Context: an optimization exercise on an open-source flow, tuned for small area, a short achievable clock period and few clock cycles. The choices shown serve that exercise and are no tape-out recipe. Where RTL was checked, it was by simulation tests only, not by an equivalence proof against the original.

## gcn_top
module gcn_top (
    input  logic                                      clk,
    input  logic                                      rst_n,
    input  logic                                      start,
    input  logic [6-1:0][3-1:0]    edge_src,
    input  logic [6-1:0][3-1:0]    edge_dst,
    input  logic [6-1:0][5-1:0]    feat_col,
    input  logic [3-1:0][5-1:0]  weight_row,
    output logic                                      feat_re,
    output logic [4-1:0]                    feat_addr,
    output logic [6-1:0][2-1:0]   y,
    output logic                                      done
);
    logic                                                     accept;
    logic                                                     pre_first;
    logic                                                     last_cyc;
    logic [6-1:0][6-1:0]                    adj;
    logic [6-1:0][8-1:0]                    agg_sum;
  ...
Size: roughly 4,300 cells after synthesis.
make LEC_CHECK=0 ABC_CLOCK_PERIOD_IN_PS=3000 CAP_MARGIN=20 CORE_MARGIN=2 CORE_UTILIZATION=40 CTS_BUF_LIST=sky130_fd_sc_hd__clkbuf_16 CTS_CLUSTER_DIAMETER=80 CTS_CLUSTER_SIZE=20 SETUP_SLACK_MARGIN=4.0 SLEW_MARGIN=20 SYNTH_HIERARCHICAL=1 finish   # period 7.5 ns
run.sh (not shown) runs the stock make flow with config.mk's settings and CLKGATE_MAP_FILE= SYNTH_SCRIPT=/design/flow/synth_recipe.tcl, a recipe that flattens the netlist after the stock synthesis.
Testbench counts at the start, summed over its fixed seeds: cycles 8,064.
==> next run, changes <==
--- a/flow/config.mk
+++ b/flow/config.mk
@@ -10,7 +10,7 @@
 export CORE_MARGIN = 2
 export CORE_UTILIZATION = 40
-export CTS_BUF_LIST = sky130_fd_sc_hd__clkbuf_16
-export CTS_CLUSTER_DIAMETER = 80
-export CTS_CLUSTER_SIZE = 20
+export CTS_BUF_LIST = sky130_fd_sc_hd__clkbuf_8
+export CTS_CLUSTER_DIAMETER = 60
+export CTS_CLUSTER_SIZE = 16
 export SETUP_SLACK_MARGIN = 4.0
 export SLEW_MARGIN = 20
After rerunning:
- design area stays flat
- cell count goes up slightly
- wire length goes up slightly
- synthesized cell count is unchanged
- via count goes up slightly
- count of clock-buffer cells in the layout goes up by 12
- critical path depth goes down by 2
- synthesized area does not change
==> next run, changes <==
--- a/flow/config.mk
+++ b/flow/config.mk
@@ -13,5 +13,5 @@
 export CTS_CLUSTER_DIAMETER = 60
 export CTS_CLUSTER_SIZE = 16
-export SETUP_SLACK_MARGIN = 4.0
+export SETUP_SLACK_MARGIN = 3.8
 export SLEW_MARGIN = 20
 export SYNTH_HIERARCHICAL = 1
What happened: The changed run completed without violations. Routed wire length came out lower by 9.1%. Synthesized area does not change. Final area came out lower by 2.0%. Clock skew came out lower by 13 ps. Sequential share of layout area came out higher by 0.19 points. Setup slack is worse by 110 ps. Clock-buffer cell count does not change. Core utilization came out lower by 0.92 points.

* * *

gcn_top, a different RTL version from the one above (not shown whole).
Size: about 4400 cells after synthesis.
==> flow/design.v (excerpt) <==
module gcn_top (
    input  logic                                      clk,
    input  logic                                      rst_n,
    input  logic                                      start,
    input  logic [6-1:0][3-1:0]    edge_src,
    input  logic [6-1:0][3-1:0]    edge_dst,
    input  logic [6-1:0][5-1:0]    feat_col,
    input  logic [3-1:0][5-1:0]  weight_row,
    output logic                                      feat_re,
    output logic [4-1:0]                    feat_addr,
    output logic [6-1:0][2-1:0]   y,
    output logic                                      done
);
export LEC_CHECK = 0
export ABC_CLOCK_PERIOD_IN_PS = 3000
export CAP_MARGIN = 20
export CORE_MARGIN = 2
export CORE_UTILIZATION = 40
export CTS_BUF_LIST = sky130_fd_sc_hd__clkbuf_8
export CTS_CLUSTER_DIAMETER = 60
export CTS_CLUSTER_SIZE = 16
export PLACE_DENSITY = 0.75
export SETUP_SLACK_MARGIN = 4.2
export SLEW_MARGIN = 20
export SYNTH_HIERARCHICAL = 1
create_clock -name core_clock -period 7.5 [get_ports {clk}]
Testbench counts at the start, summed over its fixed seeds: cycles 8,064.
Rerun with:
ABC_CLOCK_PERIOD_IN_PS = 2500   (was 3000)
PLACE_DENSITY = unset   (was 0.75)
=> The new run completed with no timing, DRC or antenna violations. Die area stays the same. Non-clock buffer count rises by 9. Hold slack is worse by 0.067 ns. Global-route usage falls by 0.21 points. Synthesized area does not change. Final cell count rises by 0.43%. First-iteration DRC count falls by 16%.

* * *

== run 1 ==
gcn_top, a different RTL version from the one above (not shown whole).
Size in the first run: about 4700 cells after synthesis, ~100 I/O pins, about 0.044 sq mm of cells after synthesis.
Settings: LEC_CHECK=0, ABC_CLOCK_PERIOD_IN_PS=5000, CAP_MARGIN=20, CORE_MARGIN=2, CORE_UTILIZATION=55, CTS_BUF_LIST=sky130_fd_sc_hd__clkbuf_8, CTS_CLUSTER_DIAMETER=60, CTS_CLUSTER_SIZE=16, PLACE_DENSITY=0.75, SETUP_SLACK_MARGIN=4.3, SLEW_MARGIN=20, SYNTH_HIERARCHICAL=1; clock period 7.5 ns.
Testbench counts of run 1, summed over its fixed seeds: cycles 8,064.
#### Input delta (run 2 over run 1)
- CORE_UTILIZATION: 55 -> 40
- ABC_CLOCK_PERIOD_IN_PS: 5000 -> 3000
- Across both runs, core occupancy in the finished layout was lower for run 2 than for run 1.
- Of run 2 and run 1, run 1 shows the higher routability congestion estimate from global placement, with run 2 below it.
- Routed length on met1: run 2 vs run 1, no meaningful difference
- After detailed routing, run 1 needs less wire than run 2.
Edits applied to the flow inputs when going from run 2 to run 3:
- CORE_UTILIZATION changed from 40 to 55
==> results.txt <==
- Between run 3 and run 2, the half-perimeter wire length after detailed placement is lower for run 3.
- Compared with run 2, run 3 shows clock buffer count in the final layout that has gone up slightly.
- Of the two values seen for critical-path cell with the highest stage delay, sky130_fd_sc_hd__dfrtp_1 was produced by run 3 and sky130_fd_sc_hd__clkdlybuf4s50_1 by run 2.
- As far as number of iterations in the first detailed-routing pass goes, run 2 and run 3 are indistinguishable; the numbers are identical.
- The clock skew was comparable across run 3 and run 2.
- Looking at the reports, run 3 completed the entire flow and the layout it produced met the timing, design-rule and antenna checks.
- | timing-limited maximum frequency | lower: run 3 |
- Data required time of the worst path: run 2 vs run 3 — no meaningful difference
Edits applied to the flow inputs when going from run 3 to run 4:
- ABC_CLOCK_PERIOD_IN_PS no longer set, was 3000
[summary]
- Reported for run 4 and run 3, multi-input gate share of the layout cell area turned out identical to the last digit.
- Per the comparison of run 4 with run 3, share of the core filled with cells in the final layout essentially unchanged, number of violations of the max-capacitance limit essentially unchanged, met3 capacity usage during global routing essentially unchanged, fmax essentially unchanged, area enclosed by the die boundary essentially unchanged.
- Run 4 -> run 3: cell depth of the worst min-delay path delta 0, exact match

* * *

trial 49:
Another version of the RTL of gcn_top (not shown whole).
Size: roughly 4200 cells after synthesis, ~100 I/O pins, roughly 41000 µm² of cells after synthesis.
==> flow/design.v (excerpt) <==
module gcn_top (
    input  logic                                      clk,
    input  logic                                      rst_n,
    input  logic                                      start,
    input  logic [6-1:0][3-1:0]    edge_src,
    input  logic [6-1:0][3-1:0]    edge_dst,
    input  logic [6-1:0][5-1:0]    feat_col,
    input  logic [3-1:0][5-1:0]  weight_row,
    output logic                                      feat_re,
    output logic [4-1:0]                    feat_addr,
    output logic [6-1:0][2-1:0]   y,
    output logic                                      done
);
Settings: LEC_CHECK=0, CAP_MARGIN=20, CORE_MARGIN=2, CORE_UTILIZATION=40, SETUP_SLACK_MARGIN=3.6, SLEW_MARGIN=20, SYNTH_HIERARCHICAL=1; clock period 7.5 ns.
Testbench counts of trial 49, summed over its fixed seeds: cycles 8,064.
The inputs of build 38 differ from those of trial 49 as listed below.
- SETUP_SLACK_MARGIN changed from 3.6 to 4.0
## What came out
Run comparison: trial 49 capture point of the critical path i_xfm.g_node[1].g_cls[2].u_mac.acc[10]; build 38 capture point of the critical path i_argmax.y[5]. Trial 49 -> build 38: design area increased by a few percent. Build 38 vs. trial 49: measured slew at the worst slew-check pin went down by 0.0042 ns. Comparing build 38 and trial 49, the lower endpoint arrival time on the critical path is on build 38. Delta(maximum frequency, build 38 - trial 49) > 0. The higher post-synthesis to final-layout area growth came out of build 38. Total routed wirelength in build 38 is 10% higher than in trial 49. Build 38 ends up with higher share of the core filled with cells than trial 49 does.

* * *

RTL: one of the versions met above, not the one the previous note started from.
Size: ~4700 cells after synthesis, about 0.044 mm2 of cells after synthesis.
clock: 7.5 ns
lec_check: 0
abc_clock_period_in_ps: 3000
cap_margin: 20
core_margin: 2
core_utilization: 65
cts_buf_list: sky130_fd_sc_hd__clkbuf_8
cts_cluster_diameter: 60
cts_cluster_size: 16
place_density: 0.8
setup_slack_margin: 4.3
slew_margin: 20
synth_hierarchical: 1
Testbench counts at the start, summed over its fixed seeds: cycles 8,064.
Rerun with:
Settings changed: CORE_UTILIZATION 65 to 40, PLACE_DENSITY 0.8 to 0.75, SETUP_SLACK_MARGIN 4.3 to 4.5.
- The new run completed without violations
- setup slack is better by 0.11 ns
- sequential share of layout area decreases by 1.1 points
- worst hold slack is worse by 0.026 ns
- cell area increases by about 6.5%
- die area increases by 61%

* * *

Another version of the RTL of gcn_top (not shown whole).
Size: ~4200 cells after synthesis, about 100 I/O pins, roughly 0.041 mm^2 of cells after synthesis.
export LEC_CHECK = 0
export CAP_MARGIN = 20
export CORE_MARGIN = 2
export CORE_UTILIZATION = 40
export SETUP_SLACK_MARGIN = 3
export SLEW_MARGIN = 20
export SYNTH_HIERARCHICAL = 1
create_clock -name core_clock -period 7.5 [get_ports {clk}]
The starting point went through all stages and came out clean.
Testbench counts at the start, summed over its fixed seeds: cycles 8,064.
Rerun with:
--- a/flow/config.mk
+++ b/flow/config.mk
@@ -9,5 +9,5 @@
 export CORE_MARGIN = 2
 export CORE_UTILIZATION = 40
-export SETUP_SLACK_MARGIN = 3
+export SETUP_SLACK_MARGIN = 5
 export SLEW_MARGIN = 20
 export SYNTH_HIERARCHICAL = 1
=>
- clock-buffer cell count does not change
- design area increases by a quarter to a third
- area after synthesis does not change
- routed wire length increases by a quarter to a third
- fmax increases by about a fifth
- sequential share of layout area decreases by 3.4 points
- final cell count increases by a little under a tenth
- core utilization increases by 11 points
- worst setup slack improved by 0.69 ns
- non-clock buffer count increases by 429

* * *

## S
Another version of the RTL of gcn_top (not shown whole).
For scale: roughly 4,700 cells after synthesis, ~100 I/O pins, about 43,000 um2 of cells after synthesis.
clock: 7.5 ns
lec_check: 0
abc_clock_period_in_ps: 3000
cap_margin: 20
core_margin: 2
core_utilization: 40
cts_buf_list: sky130_fd_sc_hd__clkbuf_8
cts_cluster_diameter: 60
cts_cluster_size: 16
setup_slack_margin: 4.3
slew_margin: 20
synth_hierarchical: 1
Setup changes, S to Q
# S
export LEC_CHECK = 0
export ABC_CLOCK_PERIOD_IN_PS = 3000
export CAP_MARGIN = 20
export CORE_MARGIN = 2
export CORE_UTILIZATION = 40
export CTS_BUF_LIST = sky130_fd_sc_hd__clkbuf_8
export CTS_CLUSTER_DIAMETER = 60
export CTS_CLUSTER_SIZE = 16
export SETUP_SLACK_MARGIN = 4.3
export SLEW_MARGIN = 20
export SYNTH_HIERARCHICAL = 1
create_clock -name core_clock -period 7.5 [get_ports {clk}]
# Q
export LEC_CHECK = 0
export ABC_CLOCK_PERIOD_IN_PS = 3000
export CAP_MARGIN = 20
export CORE_MARGIN = 2
export CORE_UTILIZATION = 40
export CTS_BUF_LIST = sky130_fd_sc_hd__clkbuf_8
export CTS_CLUSTER_DIAMETER = 60
export CTS_CLUSTER_SIZE = 16
export PLACE_DENSITY = 0.75
export SETUP_SLACK_MARGIN = 4.4
export SLEW_MARGIN = 20
export SYNTH_HIERARCHICAL = 1
create_clock -name core_clock -period 7.5 [get_ports {clk}]
Notes after the runs:
- Taking S as the reference, in Q ratio of final minimum period to clock period has decreased; worst hold slack after final layout moved up; fmax has increased; routability-driven placement congestion ratio shows no meaningful change.
- On worst-case register-to-register setup slack: between Q and S, it ends up higher for Q.
- Side by side, transition at the pin with the smallest max-transition slack turned out higher in Q than in S.
- NOTE: multi-input combinational area share in Q falls short of that of S
- Delta (Q minus S): headroom to the max-slew limit moved down, post-layout instance count excluding filler cells moved up, slack of the critical path moved up.
No functional check of the RTL was part of any run of this note.

* * *

Setup of before:
gcn_top with an RTL version that a note above also has.
Size in the first run: ~4,400 cells after synthesis.
clock: 7.5 ns
lec_check: 0
abc_clock_period_in_ps: 3000
cap_margin: 20
core_margin: 2
core_utilization: 40
cts_buf_list: sky130_fd_sc_hd__clkbuf_8
cts_cluster_diameter: 60
cts_cluster_size: 16
setup_slack_margin: 4.2
slew_margin: 20
synth_hierarchical: 1
Testbench counts of before, summed over its fixed seeds: cycles 8,064.
Relative to before, the following input files were edited for after:
- SETUP_SLACK_MARGIN now 4.0, was 4.2
==> results.txt <==
before → after: wire length shrank by about 3.3%.
Between before and after, fmax is higher for before, after comes in under that.
Of the two values seen for critical path launch point, i_agg.agg_sum[5]$_DFF_P_ was produced by before and i_xfm.g_wreg[0].u_wreg.q[9]$_DFF_P_ by after.
From before to after the numbers moved as follows: first-pass GRT wire length dropped 690 µm; cell count dropped about 1.5%; count of buffer and inverter cells on the critical path dropped 1.
after ends up with a worst slew slack as a fraction of its limit that is 3.7 points higher than in before.

[separate check: timing with driven ports]
The results above use ideal ports. As a check the final layouts listed here were re-extracted and re-timed, cells and wires unchanged. Step 1 assumes that a clkbuf_16 drives the clock port and a buf_2 every other input. Step 2 also shifts input and output timing later by t, the mid clock arrival at the registers, as if the neighbouring blocks saw the same clock. Slacks: ideal ports / drivers / drivers and shift; pairs: ideal ports / drivers.
run	t, ns	setup slack, ns	worst hold slack (ns)	pins driven straight from the clock port
the first run of note 1	0.665	4.061 / 4.061 / 3.563	0.394 / 0.394 / 0.394	1
the second run of note 1	0.768	4.104 / 4.061 / 3.553	0.402 / 0.402 / 0.402	1
the third run of note 1	0.752	3.996 / 3.996 / 3.578	0.410 / 0.410 / 0.410	1
the first run of note 2	0.791	4.240 / 4.240 / 3.685	0.504 / 0.504 / 0.504	1
the second run of note 2	0.826	4.245 / 4.243 / 3.833	0.436 / 0.436 / 0.436	1
run 1	0.755	4.381 / 4.317 / 3.815	0.517 / 0.517 / 0.517	1
run 2	0.817	4.393 / 4.325 / 3.787	0.447 / 0.447 / 0.447	1
run 3	0.755	4.381 / 4.317 / 3.815	0.517 / 0.517 / 0.517	1
run 4	0.755	4.381 / 4.317 / 3.815	0.517 / 0.517 / 0.517	1
trial 49	0.701	3.776 / 3.776 / 3.606	0.323 / 0.323 / 0.323	1
build 38	0.706	4.032 / 4.032 / 3.681	0.322 / 0.322 / 0.322	1
the first run of note 5	0.744	4.383 / 4.320 / 3.779	0.454 / 0.454 / 0.454	1
the second run of note 5	0.824	4.493 / 4.493 / 3.788	0.427 / 0.427 / 0.427	1
the first run of note 6	0.682	3.280 / 3.280 / 3.280	0.326 / 0.326 / 0.326	1
the second run of note 6	0.722	3.973 / 3.973 / 3.973	0.325 / 0.325 / 0.325	1
S	0.798	4.376 / 4.317 / 3.818	0.482 / 0.482 / 0.482	1
Q	0.801	4.433 / 4.431 / 3.900	0.487 / 0.487 / 0.487	1
before	0.826	4.245 / 4.243 / 3.833	0.436 / 0.436 / 0.436	1
after	0.825	4.122 / 4.122 / 3.806	0.436 / 0.436 / 0.436	1
After both steps setup and hold are still met in every run listed. For the second run of note 5, which loses most, drivers alone change the setup slack by 0.000 ns; drivers and shift together by -0.705 ns.
